Background: an optimization exercise with open tools, aiming at small area. Do not read the settings as production practice.
RTL that was checked went through simulation tests only; none was proved equivalent to the original.
Only the layout flow was run in run 1; the RTL was not checked for function there.
No activity file was given, so power comes from the tool's default toggle rates.

**flow/config.mk**
```make
export PLATFORM = sky130hd
export DESIGN_NAME = icmp_tx_top
export DESIGN_NICKNAME = icmp_tx_top
export VERILOG_FILES = /design/flow/design.v
export SDC_FILE = /design/flow/constraint.sdc
export NUM_CORES = 4
export LEC_CHECK = 0
export CAP_MARGIN = 20
export CORE_MARGIN = 2
export CORE_UTILIZATION = 40
export CTS_BUF_LIST = sky130_fd_sc_hd__clkbuf_8 sky130_fd_sc_hd__clkbuf_16
export CTS_CLUSTER_DIAMETER = 100
export CTS_CLUSTER_SIZE = 28
export PLACE_DENSITY = 0.6
export SLEW_MARGIN = 20
export SYNTH_HIERARCHICAL = 1
export SYNTH_MINIMUM_KEEP_SIZE = 0
```
**flow/constraint.sdc**
```tcl
create_clock -name core_clock -period 8.0 [get_ports {clk}]
set_input_delay 1.6000 -clock core_clock [delete_from_list [all_inputs] [get_ports {clk}]]
set_output_delay 1.6000 -clock core_clock [all_outputs]
set_load 0.01 [all_outputs]
```
**flow/design.v**
```verilog
module icmp_tx_top #(
    parameter logic [47:0] board_mac = 48'h00_11_22_33_44_55,
    parameter logic [31:0]  board_ip  = {8'd192, 8'd168, 8'd1, 8'd123}
) (
    input  logic        clk,
    input  logic        rst_n,
    input  logic        start,
    input  logic [47:0] req_dest_mac,
    input  logic [31:0] req_dest_ip,
    input  logic [15:0] req_icmp_id,
    input  logic [15:0] req_icmp_seq,
    input  logic [15:0] req_payload_len,
    input  logic [31:0] req_payload_sum,
    input  logic [7:0]  payload_data,
    output logic        busy,
    output logic        payload_rd,
    output logic        gmii_tx_en,
    output logic [7:0]  gmii_txd,
    output logic        tx_done
);
    localparam logic [6:0] F_PRE   = 7'd4;     
    localparam logic [6:0] F_HDR   = 7'd12;    
    localparam logic [6:0] F_BODY  = 7'd54;    
    localparam logic [6:0] F_BLAST = 7'd71;    
    localparam logic [6:0] F_FCS   = 7'd72;
    localparam logic [6:0] F_DONE  = 7'd76;
    localparam logic [6:0] F_IDLE  = 7'd77;
    localparam logic [31:0] IP_CONST = 32'h0000_8001 + 32'(board_ip[31:16]) + 32'(board_ip[15:0]);
    localparam logic [15:0] IP_K = IP_CONST[15:0] + 16'(IP_CONST[31:16]);
    logic [6:0]  f;
    logic        idle;
    logic        accept;
    logic        rd;
    logic        rd_q;
    logic [15:0] ntl;        
    logic [15:0] ip_id;
    logic [5:0][7:0] mac_r;
    logic [3:0][7:0] dip_r;
    logic [3:0][7:0] ids_r;
    logic [1:0][7:0] ipa;    
    logic [1:0][7:0] ica;    
    logic        ipc, icc;   
    logic [31:0] crc;
    logic [7:0]  tx;
    assign idle   = (f == F_IDLE) | (f == F_DONE);
    assign busy   = ~idle;
    assign accept = start & idle;
    assign rd     = (f >= F_BODY - 7'd1) & (f <= F_BLAST) & (ntl != ~16'd28);
    logic [15:0] ip_id_nxt;
    id_inc u_id (.en(accept), .q(ip_id), .d(ip_id_nxt));
    always_ff @(posedge clk or negedge rst_n) begin
        if (!rst_n) begin
            f     <= F_IDLE;
            ip_id <= '0;
        end else begin
            ip_id <= ip_id_nxt;
            if (accept)
                f <= '0;
            else if (f != F_IDLE && !(f == F_BLAST && rd))
                f <= f + 7'd1;
        end
    end
    logic [7:0] ipa_in, ipa_b, ica_b;
    logic [8:0] ipa_s, ica_s;
    always_comb begin
        ipa_in = ipa[0];
        if (f == 7'd20) ipa_in = IP_K[15:8];
        if (f == 7'd21) ipa_in = IP_K[7:0];
        ipa_b = 8'd0;
        if (f >= 7'd22 && f <= 7'd25) ipa_b = dip_r[0];
        if (f >= 7'd26 && f <= 7'd33) ipa_b = tx;
        ica_b = 8'd0;
        case (f)
            7'd0, 7'd1: ica_b = ipa[0];
            7'd2, 7'd3, 7'd4, 7'd5: ica_b = ids_r[0];
            default: ;
        endcase
    end
    add8 u_ipadd (.a(ipa_in), .b(ipa_b), .ci(ipc), .s(ipa_s));
    add8 u_icadd (.a(ica[0]), .b(ica_b), .ci(icc), .s(ica_s));
    logic [5:0][7:0] mac_d;
    logic [3:0][7:0] dip_d;
    logic [3:0][7:0] ids_d;
    logic [1:0][7:0] ipa_d;
    logic [1:0][7:0] ica_d;
    logic [15:0]     ntl_d;
    logic [15:0]     ntl_inc;
    logic [15:0]     nlen28;
    logic [31:0]     req_ids;
    assign req_ids = {req_icmp_id, req_icmp_seq};
    len_unit u_len (.len(req_payload_len), .nt(ntl), .rd(rd), .nlen28(nlen28), .ntinc(ntl_inc));
    for (genvar i = 0; i < 6; i++) begin : g_mac
        cap_mux8 u_cap (.ld(idle), .hd(busy), .a(req_dest_mac[47 - 8*i -: 8]),
                        .b(mac_r[(i + 1) % 6]), .y(mac_d[i]));
    end
    for (genvar i = 0; i < 4; i++) begin : g_ring4
        cap_mux8 u_dip (.ld(idle), .hd(busy), .a(req_dest_ip[31 - 8*((i + 2) % 4) -: 8]),
                        .b(dip_r[(i + 1) % 4]), .y(dip_d[i]));
        cap_mux8 u_ids (.ld(idle), .hd(busy), .a(req_ids[31 - 8*((i + 2) % 4) -: 8]),
                        .b(ids_r[(i + 1) % 4]), .y(ids_d[i]));
    end
    cap_mux8 u_ipa0 (.ld(idle), .hd(busy), .a(req_payload_sum[31:24]), .b(ipa[1]),     .y(ipa_d[0]));
    cap_mux8 u_ipa1 (.ld(idle), .hd(busy), .a(req_payload_sum[23:16]), .b(ipa_s[7:0]), .y(ipa_d[1]));
    cap_mux8 u_ica0 (.ld(idle), .hd(busy), .a(req_payload_sum[15:8]),  .b(ica[1]),     .y(ica_d[0]));
    cap_mux8 u_ica1 (.ld(idle), .hd(busy), .a(req_payload_sum[7:0]),   .b(ica_s[7:0]), .y(ica_d[1]));
    cap_mux8 u_tl0  (.ld(idle), .hd(busy), .a(nlen28[7:0]),  .b(ntl_inc[7:0]),  .y(ntl_d[7:0]));
    cap_mux8 u_tl1  (.ld(idle), .hd(busy), .a(nlen28[15:8]), .b(ntl_inc[15:8]), .y(ntl_d[15:8]));
    always_ff @(posedge clk) begin
        rd_q  <= rd;
        mac_r <= mac_d;
        dip_r <= dip_d;
        ids_r <= ids_d;
        ipa   <= ipa_d;
        ica   <= ica_d;
        ntl   <= ntl_d;
        ipc   <= busy & ipa_s[8];
        icc   <= busy & ica_s[8];
    end
    tx_sel #(.board_mac(board_mac), .board_ip(board_ip)) u_tx (
        .f(f), .mac(mac_r[0]), .ntl(ntl), .ip_id(ip_id), .ipa(ipa[0]), .dip(dip_r[0]),
        .ica(ica[0]), .ids(ids_r[0]), .payload_data(payload_data), .rd_q(rd_q),
        .crc(crc[7:0]), .tx(tx));
    logic        crc_on;
    logic [31:0] crc_nxt;
    assign crc_on = (f >= F_HDR) && (f <= F_BLAST);
    crc32_step u_crc (.crc(crc), .d(tx), .on(crc_on), .nxt(crc_nxt));
    always_ff @(posedge clk) begin
        crc <= crc_nxt;
    end
    assign gmii_tx_en = (f >= F_PRE) && (f < F_DONE);
    assign gmii_txd   = tx;
    assign payload_rd = rd;
    assign tx_done    = (f == F_DONE);
endmodule
module cap_mux8 (
    input  logic       ld,
    input  logic       hd,
    input  logic [7:0] a,
    input  logic [7:0] b,
    output logic [7:0] y
);
    assign y = (a & {8{ld}}) | (b & {8{hd}});
endmodule
module add8 (
    input  logic [7:0] a,
    input  logic [7:0] b,
    input  logic       ci,
    output logic [8:0] s
);
    logic [8:0] c;
    always_comb begin
        c[0] = ci;
        for (int i = 0; i < 8; i++) begin
            s[i]   = a[i] ^ b[i] ^ c[i];
            c[i+1] = (a[i] & b[i]) | (a[i] & c[i]) | (b[i] & c[i]);
        end
        s[8] = c[8];
    end
endmodule
module id_inc (
    input  logic        en,
    input  logic [15:0] q,
    output logic [15:0] d
);
    logic [16:0] c;
    always_comb begin
        c[0] = en;
        for (int i = 0; i < 16; i++) begin
            d[i]   = q[i] ^ c[i];
            c[i+1] = q[i] & c[i];
        end
    end
endmodule
module len_unit (
    input  logic [15:0] len,
    input  logic [15:0] nt,
    input  logic        rd,
    output logic [15:0] nlen28,
    output logic [15:0] ntinc
);
    logic [16:0] c;
    logic [11:0] k;
    always_comb begin
        c[0] = rd;
        for (int i = 0; i < 16; i++) begin
            ntinc[i] = nt[i] ^ c[i];
            c[i+1]   = nt[i] & c[i];
        end
        nlen28[1:0] = ~len[1:0];
        nlen28[2]   = len[2];
        nlen28[3]   = len[3] ^ len[2];
        nlen28[4]   = len[4] ^ (len[2] | len[3]);
        k[0]        = len[2] | len[3] | len[4];
        for (int i = 0; i < 11; i++) begin
            nlen28[5+i] = ~(len[5+i] ^ k[i]);
            k[i+1]      = len[5+i] & k[i];
        end
    end
endmodule
module tx_sel #(
    parameter logic [47:0] board_mac = 48'h00_11_22_33_44_55,
    parameter logic [31:0]  board_ip  = {8'd192, 8'd168, 8'd1, 8'd123}
) (
    input  logic [6:0]  f,
    input  logic [7:0]  mac,
    input  logic [15:0] ntl,
    input  logic [15:0] ip_id,
    input  logic [7:0]  ipa,
    input  logic [7:0]  dip,
    input  logic [7:0]  ica,
    input  logic [7:0]  ids,
    input  logic [7:0]  payload_data,
    input  logic        rd_q,
    input  logic [7:0]  crc,
    output logic [7:0]  tx
);
    always_comb begin
        tx = 8'h00;
        if (f >= 7'd4 && f <= 7'd10) tx = 8'h55;
        case (f)
            7'd11: tx = 8'hd5;
            7'd12, 7'd13, 7'd14, 7'd15, 7'd16, 7'd17: tx = mac;
            7'd18: tx = board_mac[47:40];
            7'd19: tx = board_mac[39:32];
            7'd20: tx = board_mac[31:24];
            7'd21: tx = board_mac[23:16];
            7'd22: tx = board_mac[15:8];
            7'd23: tx = board_mac[7:0];
            7'd24: tx = 8'h08;
            7'd26: tx = 8'h45;
            7'd28: tx = ~ntl[15:8];
            7'd29: tx = ~ntl[7:0];
            7'd30: tx = ip_id[15:8];
            7'd31: tx = ip_id[7:0];
            7'd32: tx = 8'h40;
            7'd34: tx = 8'h80;
            7'd35: tx = 8'h01;
            7'd36, 7'd37: tx = ~ipa;
            7'd38: tx = board_ip[31:24];
            7'd39: tx = board_ip[23:16];
            7'd40: tx = board_ip[15:8];
            7'd41: tx = board_ip[7:0];
            7'd42, 7'd43, 7'd44, 7'd45: tx = dip;
            7'd48, 7'd49: tx = ~ica;
            7'd50, 7'd51, 7'd52, 7'd53: tx = ids;
            default: ;
        endcase
        if (rd_q) tx = payload_data;   
        if (f >= 7'd72 && f <= 7'd75) tx = ~crc;
    end
endmodule
module crc32_step (
    input  logic [31:0] crc,
    input  logic [7:0]  d,
    input  logic        on,
    output logic [31:0] nxt
);
    localparam logic [31:0] CRC_POLY = 32'hedb8_8320;
    function automatic logic [31:0] crc_tbl(input logic [7:0] x);
        logic [31:0] c;
        c = {24'd0, x};
        for (int i = 0; i < 8; i++) begin
            if (c[0])
                c = (c >> 1) ^ CRC_POLY;
            else
                c = c >> 1;
        end
        crc_tbl = c;
    endfunction
    logic [7:0] x;
    assign x   = on ? (crc[7:0] ^ d) : 8'h00;
    assign nxt = {(on ? 8'h00 : 8'hff), crc[31:8]} ^ crc_tbl(x);
endmodule
```
**flow/flow/run.sh**
```bash
#!/bin/bash
# The standard layout with two changes: the combinational logic is mapped
# with an area-oriented ABC script (flow/area.abc), and the port buffers are
# the smallest buffer cell. Everything else is standard.sh unchanged.
set -euo pipefail
W=$PWD
export BUFFER_PORTS_ARGS="-buffer_cell sky130_fd_sc_hd__buf_1"
export MY_ABC_SCRIPT=$W/flow/area.abc
cat flow/abc_override.tcl synth_recipe.tcl > my_synth.tcl
sed "s#SYNTH_SCRIPT=[^ ]*#SYNTH_SCRIPT=$W/my_synth.tcl#" standard.sh > my_standard.sh
grep -q "SYNTH_SCRIPT=$W/my_synth.tcl" my_standard.sh
bash my_standard.sh > standard_flow.log 2>&1
```
**flow/flow/abc_override.tcl**
```tcl
# Map the combinational logic with the area-oriented ABC script in MY_ABC_SCRIPT
# instead of ORFS's speed script. Registers are mapped before ABC runs, so they
# are the same as in the standard synthesis.
proc abc {args} {
  set i [lsearch $args -script]
  if {$i >= 0 && [info exists ::env(MY_ABC_SCRIPT)]} { lset args [expr {$i+1}] $::env(MY_ABC_SCRIPT) }
  yosys abc {*}$args
}
```
**flow/flow/area.abc**
```
strash
ifraig
balance -l
resub -K 6 -l
rewrite -l
resub -K 6 -N 2 -l
refactor -l
resub -K 8 -l
balance -l
resub -K 8 -N 2 -l
rewrite -l
resub -K 10 -l
rewrite -z -l
resub -K 10 -N 2 -l
balance -l
resub -K 12 -l
refactor -z -l
resub -K 12 -N 2 -l
rewrite -z -l
balance -l
strash
&get -n
&st
&dch -f
&nf -R 1000
&put
strash
&get -n
&st
&dch -f
&nf -R 1000
&put
buffer -c
topo
dnsize -c
```
**flow/standard.sh**
```bash
#!/bin/bash
# synth_recipe.tcl (not shown) runs the flow's synth.tcl, then flattens the netlist and writes it again
# the make line also repeats each setting of config.mk as NAME=value (left out here)
make -C /OpenROAD-flow-scripts/flow DESIGN_CONFIG=/design/flow/config.mk WORK_HOME=/design/flow/orfs CLKGATE_MAP_FILE= SYNTH_SCRIPT=/design/flow/synth_recipe.tcl "${@:-finish}"
```
==> flow_summary.yaml, run 1 <==
logic_synthesis:
  post-synth-top-area-cell: "sky130_fd_sc_hd__dfxtp_1"
  yosys.area.top_type_share_pct: 42.4
  synth.distinct_cells: 49
  synth-seq-cells: 218
  yosys-top-cells-area: "sky130_fd_sc_hd__dfxtp_1, sky130_fd_sc_hd__a22o_1, sky130_fd_sc_hd__ha_1"
  number_of_flops_mapped_to_enable_cells_by_yosys: 0
  mappedNetlistArea_um2: 9220
  dominantRegCellSynth: "sky130_fd_sc_hd__dfxtp_1"
  synth.avg_cell_area_um2: 10.7
  ys_warn_count: 12
  synth-async-reset-ratio_pct: 10.6
  syn-instance-count: 859
  mapped_nets: 1092
  synth_seq_area_share_pct: 48.6
route:
  drc_errors: 0
  ant_nets: 0
  number_of_design_rule_violations_left_by_the_first_detailed_router_iteration: 623
  drt_pass1_iterations: 5
  avgViaCountPerCell: 5.38
  overall_routed_net_length_um: 25500
  detail_route.wl_per_cell_um: 19.8
  vias: 6947
hold_path:
  hold_start: "crc[31]"
  hold_ep: "crc[23]"
  holdCritPathClass: "register to register"
  timing.hold.worst_path_depth: 1
clock_tree:
  cts-buffers-inserted: 11
  cts_post_setup_buffers_inserted: 0
  cts.root.buffer_cell: "sky130_fd_sc_hd__clkbuf_16"
  cts.sink_count: 218
  clock_insertion_delay_worst_skew_ps: 470
  cts_max_path_buffers: 3
  cts.repair.resized: 0
  cts_hold_repair_buffers: 0
  worst_setup_hold_path_clk_slew_ps: 110
  clock_tree_from_tritoncts: "yes"
  cts_h_tree_depth: 1
run:
  timing.max_cap.violations: 0
timing:
  rsz0062_at_grt: "false"
  timing.final.crit_share_pct: 76.3
  setup_viol: 0
  final.setup.tns_ps: 0
  fin_crit_ps: 6100
  worstMarginPinSlew_ps: 1020
  clock-skew-final_ps: 8.13
  final_critical_path_setup_slack_ps: 1900
  achievable-frequency_ghz: 0.164
  timing_max_transition_violations_final: 0
  finalHoldViolations: 0
  slew-limit-headroom_pct: 31.9
power_and_ir_drop:
  leakage_component_of_the_power_nw: 4.51
  power.ir.vdd_worst_uv: 173
  power.density_nw_per_um2: 169
grt:
  gr-usage-all-layers_pct: 20.7
  grt.overflow.total: 0
  largest_net_degree_at_the_start_of_global_routing: 108
  first_pass_grt_wire_length_um: 39000
  antenna_found_initial: 0
  grt_pass1_vias: 6676
floorplanning:
  core_area_um2: 22600
  x_dimension_of_the_die_um: 156
  start_util_pct: 40.7
  io-pin-count: 183
  die_height_um: 156
  row_count: 55
  fp.dieArea_um2: 24300
placed_design:
  dpl.cell_count: 1275
  estimated_wirelength_of_the_detail_placed_design_um: 18700
  placement.cell_area_um2: 10100
  preCtsSetupSlack_ps: 1950
  globalplace.congestion: 0.909
  portBuffers: 182
setup_path:
  timing.critical_path.fanout_max: 20
  timing.critical_path.to_type: "register"
  r2r_cells: 21
  setup.reg_to_reg.worst_slack_ps: 1900
  cp-start-kind: "register"
  crit-reg2reg-capture: "ipa[15]"
  cp-startpoint: "f[3]"
  worst-endpoint-required_ps: 8420
  type_of_the_setup_path_with_the_least_slack: "register to register"
  critical_path.reg2reg.startpoint: "f[3]"
  cp_data_arrival_time_ps: 6520
finish:
  final_core_util_pct: 46.0
  antenna_cells_inserted: 0
  post_route_cells_drive_above_1_share_pct: 2.68
  design_area_um2: 10400
  n_fill_cell: 2227
  finalNonFillerCells: 1291
  area_delta_synth_final_pct: 13.1
  finish.net_count: 1236
outcome:
  status: "timing/DRC/antenna clean"
[kinds of logic after synthesis]
logic type / share of synthesized area [%]
AO/OA/AOI/OAI: 23.3
XOR/XNOR: 6.37
adder cells (fa/ha/maj): 9.72
buffers and inverters: 4.02
flip-flops: 48.6
multiplexers: 0.217
AND/OR/NAND/NOR: 7.68
[cells in the mapped netlist (all sizes together), types with 3 or more instances]
cell and instances:
nor2 42, inv 41, o221ai 6, or3 4, a22oi 9, xor2 31
nand3 12, o2111ai 4, and3 5, nand2b 4, a221oi 4, nand4 6
xnor2 36, nand2 41, and2 6, o22ai 17, a21oi 7, clkbuf 53
buf 3, nand4b 3, nor2b 9, o211ai 4, dfxtp 195, fa 16
a211oi 3, dfrtp 19, nor4 4, nor3 6, o21ai 23, dfstp 4
ha 46, a22o 177
[Yosys stat by module (local to each module, per instance), excerpt]
module,flops+latches,cells inside
add8,0,18
id_inc,0,16
icmp_tx_top,218,332
len_unit,0,46
crc32_step,0,91
cap_mux8,0,10
[cell usage in the layout, fill, tap and decap left out, drive strengths merged, types with 5 or more instances in the layout]
master,Yosys,layout
dfrtp,19,19
ha,46,46
fa,16,16
o22ai,17,17
buf,3,187
xor2,31,31
o21ai,23,23
nand3,12,12
nand4,6,6
and2,6,6
xnor2,36,36
dfxtp,195,195
clkbuf,53,12
a22o,177,177
and3,5,5
nor2b,9,9
o221ai,6,6
a21oi,7,7
nor2,42,42
nor3,6,6
inv,41,44
a22oi,9,9
nand2,41,41
[per-layer routing]
layer | track usage (%) | wire, um | vias to the layer above
li1 | - | - | 3421
met1 | 30.3 | 12200 | 3336
met3 | 2.53 | 1110 | 18
met4 | 3.32 | 317 | 0
met2 | 33.4 | 11900 | 172
met5 | 0 | 0 | -
[critical path: stages, from the launching register on]
cell and delay [ps]:
sky130_fd_sc_hd__dfstp_2 760, sky130_fd_sc_hd__nor2b_1 170, sky130_fd_sc_hd__nor2b_1 200, sky130_fd_sc_hd__nand2_1 270, sky130_fd_sc_hd__o21ai_0 140, sky130_fd_sc_hd__or4_1 480
sky130_fd_sc_hd__a211oi_1 280, sky130_fd_sc_hd__o22ai_1 210, sky130_fd_sc_hd__a22o_1 260, sky130_fd_sc_hd__inv_1 70, sky130_fd_sc_hd__fa_1 160, sky130_fd_sc_hd__inv_1 50
sky130_fd_sc_hd__fa_1 380, sky130_fd_sc_hd__fa_1 420, sky130_fd_sc_hd__fa_1 400, sky130_fd_sc_hd__fa_1 390, sky130_fd_sc_hd__fa_1 390, sky130_fd_sc_hd__fa_1 370
sky130_fd_sc_hd__inv_1 80, sky130_fd_sc_hd__fa_1 410, sky130_fd_sc_hd__inv_1 60, sky130_fd_sc_hd__a22o_1 100
[flip-flops by register name, summed over array words and instances, names as in the netlist]
name and cells:
f 7, dip_r 32, crc 32, icc 1
ipa 16, ip_id 16, ids_r 32, mac_r 48
ica 16, ntl 16, rd_q 1, ipc 1
[power by group]
part           switching [W]  internal, W
Combinational      0.0000201    0.0000216
Sequential                 0      0.00109
Clock               0.000340     0.000295
Total               0.000360      0.00140
[cell type report]
type,instances,area (um2),area share [%]
clock buffer,12,289,2.77
sequential,218,4480,43.0
inverter,41,156,1.50
clock inverter,4,41.3,0.396
tap,285,357,3.42
multi-input combinational,544,4370,41.9
timing repair buffer,187,724,6.95
[worst max path at each step]
stage,endpoint,slack (ps),depth (start not counted)
finish,ipa[15],1900,21
global placement,ipa[15],2080,21
floorplan,ipa[15],2520,22
detailed placement,ipa[15],1950,21
global route,ipa[15],1580,21
CTS,ipa[15],1920,21
[metrics by stage]
| stage | hold WS, ps | power [W] |
|---|---|---|
| floorplan | 409 | 0.00112 |
| global placement | 411 | 0.00115 |
| detailed placement | 417 | 0.00115 |
| CTS | 433 | 0.00178 |
| global route | 443 | 0.00183 |
| finish | 431 | 0.00176 |
==> run 2, diff against run 1 <==
--- a/flow/design.v
+++ b/flow/design.v
@@ -25,7 +25,8 @@
     localparam logic [6:0] F_FCS   = 7'd72;
     localparam logic [6:0] F_DONE  = 7'd76;
     localparam logic [6:0] F_IDLE  = 7'd77;
-    localparam logic [31:0] IP_CONST = 32'h0000_8001 + 32'(board_ip[31:16]) + 32'(board_ip[15:0]);
+    localparam logic [31:0] IP_CONST = 32'h0000_4500 + 32'h0000_4000 + 32'h0000_8001
+                                     + 32'(board_ip[31:16]) + 32'(board_ip[15:0]);
     localparam logic [15:0] IP_K = IP_CONST[15:0] + 16'(IP_CONST[31:16]);
     logic [6:0]  f;
     logic        idle;
@@ -64,11 +65,17 @@
     logic [8:0] ipa_s, ica_s;
     always_comb begin
         ipa_in = ipa[0];
-        if (f == 7'd20) ipa_in = IP_K[15:8];
-        if (f == 7'd21) ipa_in = IP_K[7:0];
+        if (f == 7'd2) ipa_in = IP_K[15:8];
+        if (f == 7'd3) ipa_in = IP_K[7:0];
         ipa_b = 8'd0;
-        if (f >= 7'd22 && f <= 7'd25) ipa_b = dip_r[0];
-        if (f >= 7'd26 && f <= 7'd33) ipa_b = tx;
+        case (f)
+            7'd2: ipa_b = ~ntl[15:8];
+            7'd3: ipa_b = ~ntl[7:0];
+            7'd4: ipa_b = ip_id[15:8];
+            7'd5: ipa_b = ip_id[7:0];
+            7'd6, 7'd7, 7'd8, 7'd9: ipa_b = dip_r[0];
+            default: ;
+        endcase
         ica_b = 8'd0;
         case (f)
             7'd0, 7'd1: ica_b = ipa[0];
@@ -245,7 +252,7 @@
             7'd50, 7'd51, 7'd52, 7'd53: tx = ids;
             default: ;
         endcase
-        if (rd_q) tx = payload_data;   
+        if (f >= 7'd54 && f <= 7'd71 && rd_q) tx = payload_data;
         if (f >= 7'd72 && f <= 7'd75) tx = ~crc;
     end
 endmodule
--- a/flow/config.mk
+++ b/flow/config.mk
@@ -8,7 +8,7 @@
 export CAP_MARGIN = 20
 export CORE_MARGIN = 2
 export CORE_UTILIZATION = 40
-export CTS_BUF_LIST = sky130_fd_sc_hd__clkbuf_8 sky130_fd_sc_hd__clkbuf_16
+export CTS_BUF_LIST = sky130_fd_sc_hd__clkbuf_16
 export CTS_CLUSTER_DIAMETER = 100
 export CTS_CLUSTER_SIZE = 28
 export PLACE_DENSITY = 0.6
==> flow_summary.yaml, run 2 <==
finish:
  antenna_cells_inserted: 0
  design_area_um2: 10500
  top_register: "mac_r"
  largest_register_ffs: 48
  mostFrequentLayoutCell: "sky130_fd_sc_hd__dfxtp_1"
  finalNonFillerCells: 1301
  finish.net_count: 1245
  most-common-layout-cells: "sky130_fd_sc_hd__dfxtp_1, sky130_fd_sc_hd__buf_1, sky130_fd_sc_hd__a22o_1"
  post_route_cells_drive_above_1_share_pct: 3.15
  area_delta_synth_final_pct: 13.1
setup_path:
  critical-path-max-stage-delay_ps: 760
  crit_family: "adder cells"
  type_of_the_setup_path_with_the_least_slack: "register to register"
  worst_path_most_repeated_cell: "sky130_fd_sc_hd__fa_1"
  r2r_cells: 19
  crit_path_cell_trace: "or3_1 -> nor3_1 -> nand2_1 -> nand2_1 -> or3_1 -> a22o_1 -> inv_1 -> fa_1 -> inv_1 -> fa_1 -> fa_1 -> fa_1 -> fa_1 -> fa_1 -> fa_1 -> inv_1 -> fa_1 -> inv_1 -> a22o_1"
  timing.critical_path.to_type: "register"
  path_buf_inv: 4
  cp-start-kind: "register"
  timing.critical_path.fanout_max: 20
  cp_data_arrival_time_ps: 6130
  critical_path.reg2reg.startpoint: "f[3]"
  crit-reg2reg-capture: "ica[15]"
  setup.reg_to_reg.worst_slack_ps: 2280
  crit_path_top_delay_cell: "sky130_fd_sc_hd__dfstp_2"
  worst-endpoint-required_ps: 8410
logic_synthesis:
  synth_compound_area_share_pct: 23.5
  synth.distinct_cells: 53
  synth-async-reset-ratio_pct: 10.6
  mapped_nets: 1101
  synth_commonest_cells: "sky130_fd_sc_hd__dfxtp_1, sky130_fd_sc_hd__a22o_1, sky130_fd_sc_hd__clkbuf_1, sky130_fd_sc_hd__nand2_1, sky130_fd_sc_hd__ha_1"
  synth_top_family_by_area: "compound AO/OA/AOI/OAI gates"
  synth_seq_area_share_pct: 48.3
  yosys.area_share.adder_pct: 9.65
  dominantRegCellSynth: "sky130_fd_sc_hd__dfxtp_1"
  number_of_flops_mapped_to_enable_cells_by_yosys: 0
  yosys-top-cells-area: "sky130_fd_sc_hd__dfxtp_1, sky130_fd_sc_hd__a22o_1, sky130_fd_sc_hd__ha_1"
  yosys.area.top_type_share_pct: 42.1
  synth-seq-cells: 218
  post_synth_xor_xnor_area_pct: 6.42
  synth.avg_cell_area_um2: 10.7
  synth.most_common_cell: "sky130_fd_sc_hd__dfxtp_1"
  syn-instance-count: 868
  ys_warn_count: 12
  mappedNetlistArea_um2: 9280
  synthMuxAreaShare_pct: 0.216
  synth_simple_gate_area_share_pct: 7.83
  post-synth-top-area-cell: "sky130_fd_sc_hd__dfxtp_1"
floorplanning:
  start_util_pct: 40.9
  fp.dieArea_um2: 24400
  io-pin-count: 183
  row_count: 55
  core_area_um2: 22700
  x_dimension_of_the_die_um: 156
  die_height_um: 156
clock_tree:
  worst_setup_hold_path_clk_slew_ps: 110
  cts_post_setup_buffers_inserted: 0
  cts.sink_count: 218
  clock_insertion_delay_worst_skew_ps: 470
  cts_max_path_buffers: 3
  cts_h_tree_depth: 1
  cts_hold_repair_buffers: 0
  clock_tree_from_tritoncts: "yes"
  cts-buffers-inserted: 11
  cts.root.buffer_cell: "sky130_fd_sc_hd__clkbuf_16"
  cts.repair.resized: 0
power_and_ir_drop:
  leakage_component_of_the_power_nw: 4.68
  post-layout-total-power_w: 0.00526
  power.ir.vdd_worst_uv: 272
  power.density_nw_per_um2: 501
grt:
  antenna_found_initial: 0
  gr-usage-all-layers_pct: 20.9
  grt_pass1_vias: 6687
  first_pass_grt_wire_length_um: 38900
  grt.overflow.total: 0
  largest_net_degree_at_the_start_of_global_routing: 107
placed_design:
  preCtsSetupSlack_ps: 2330
  placement.cell_area_um2: 10200
  globalplace.congestion: 0.969
  estimated_wirelength_of_the_detail_placed_design_um: 19500
  portBuffers: 182
  dpl.cell_count: 1284
timing:
  worstMarginPinSlew_ps: 1030
  rsz0062_at_grt: "false"
  timing.final.crit_share_pct: 71.5
  finalHoldViolations: 0
  clock-skew-final_ps: 15.8
  setup_viol: 0
  final.setup.tns_ps: 0
  timing_max_transition_violations_final: 0
  slew-limit-headroom_pct: 31.1
  final_critical_path_setup_slack_ps: 2280
  achievable-frequency_ghz: 0.175
  fin_crit_ps: 5720
route:
  overall_routed_net_length_um: 25900
  ant_nets: 0
  vias: 7126
  drc_errors: 0
  avgViaCountPerCell: 5.48
  drt_pass1_iterations: 8
  detail_route.wl_per_cell_um: 19.9
  number_of_design_rule_violations_left_by_the_first_detailed_router_iteration: 742
hold_path:
  timing.hold.worst_path_depth: 1
  holdCritPathClass: "register to register"
  hold_ep: "crc[12]"
  hold_start: "crc[20]"
outcome:
  status: "timing/DRC/antenna clean"
run:
  timing.max_cap.violations: 0
==> run 2: report_power, final <==
part	internal (W)	switching [W]
Clock	0.000286	0.000335
Sequential	0.00166	0.000428
Combinational	0.00121	0.00134
Total	0.00316	0.00210
==> run 2: cell type report <==
class                      count  area, um2
inverter                      40        153
tap                          285        357
timing repair buffer         189        736
clock buffer                  11        275
multi-input combinational    552       4440
sequential                   218       4480
fill                        2259      12200
clock inverter                 6       48.8
==> run 2: metrics by stage <==
step | hold WS [ps] | utilization [%]
after global routing | 446 | 46.2
after CTS | 431 | 46.2
after detailed placement | 414 | 44.8
after floorplan | 409 | -
final | 430 | 46.2
after global placement | 412 | 44.7
==> run 2: cells by family after synthesis <==
kind of cell / Yosys count
compound gates: 267
flops: 218
simple gates: 153
buf+inv: 98
xor+xnor: 68
fa+ha+maj: 62
mux: 2
==> run 2: per-layer routing <==
layer	share of wire, %	track usage, %
met1	48	31.5
met2	40	29.6
met3	9.1	4.65
met4	2.9	6.03
met5	0	0
==> run 2: how the worst max path moves through the flow <==
stage	from	endpoint	slack (ps)	depth (start not counted)
finish	f[3]	ica[15]	2280	19
global route	f[3]	ica[15]	1950	19
CTS	f[3]	ica[15]	2310	19
detailed placement	f[3]	ica[15]	2330	19
global placement	f[3]	ica[15]	2430	19
floorplan	f[1]	ip_id[15]	2690	21
==> run 2: Yosys stat by module, one instance, submodules excluded, a selection <==
module | flops+latches | cell area (um2) | copies in the design | cells
len_unit | 0 | 423 | 1 | 46
crc32_step | 0 | 696 | 1 | 91
id_inc | 0 | 196 | 1 | 16
cap_mux8 | 0 | 77.6 | 20 | 10
add8 | 0 | 198 | 2 | 18
icmp_tx_top | 218 | 5240 | 1 | 345

==> static timing again, ports no longer ideal <==
Ports are ideal in the flow. The routed layouts listed here were re-timed in OpenROAD.
Step 1, drivers: a clkbuf_16 drives clk and a buf_2 each remaining input, both assumed.
Step 2, shift: input delay + t, output delay - t, t = (earliest + latest rising clock arrival at the registers) / 2. This alone moves slack from input paths to output paths.
Three values: ideal ports, drivers, drivers and shift; two values: the first two.
run	t (ns)	slack for setup (ns)	hold WS [ns]	worst setup path after step 2
run 1	0.511	1.899 / 1.899 / 1.899	0.431 / 0.431 / 0.431	register to register
run 2	0.508	2.279 / 2.279 / 2.279	0.430 / 0.430 / 0.430	register to register
After both steps every run listed still meets setup and hold.
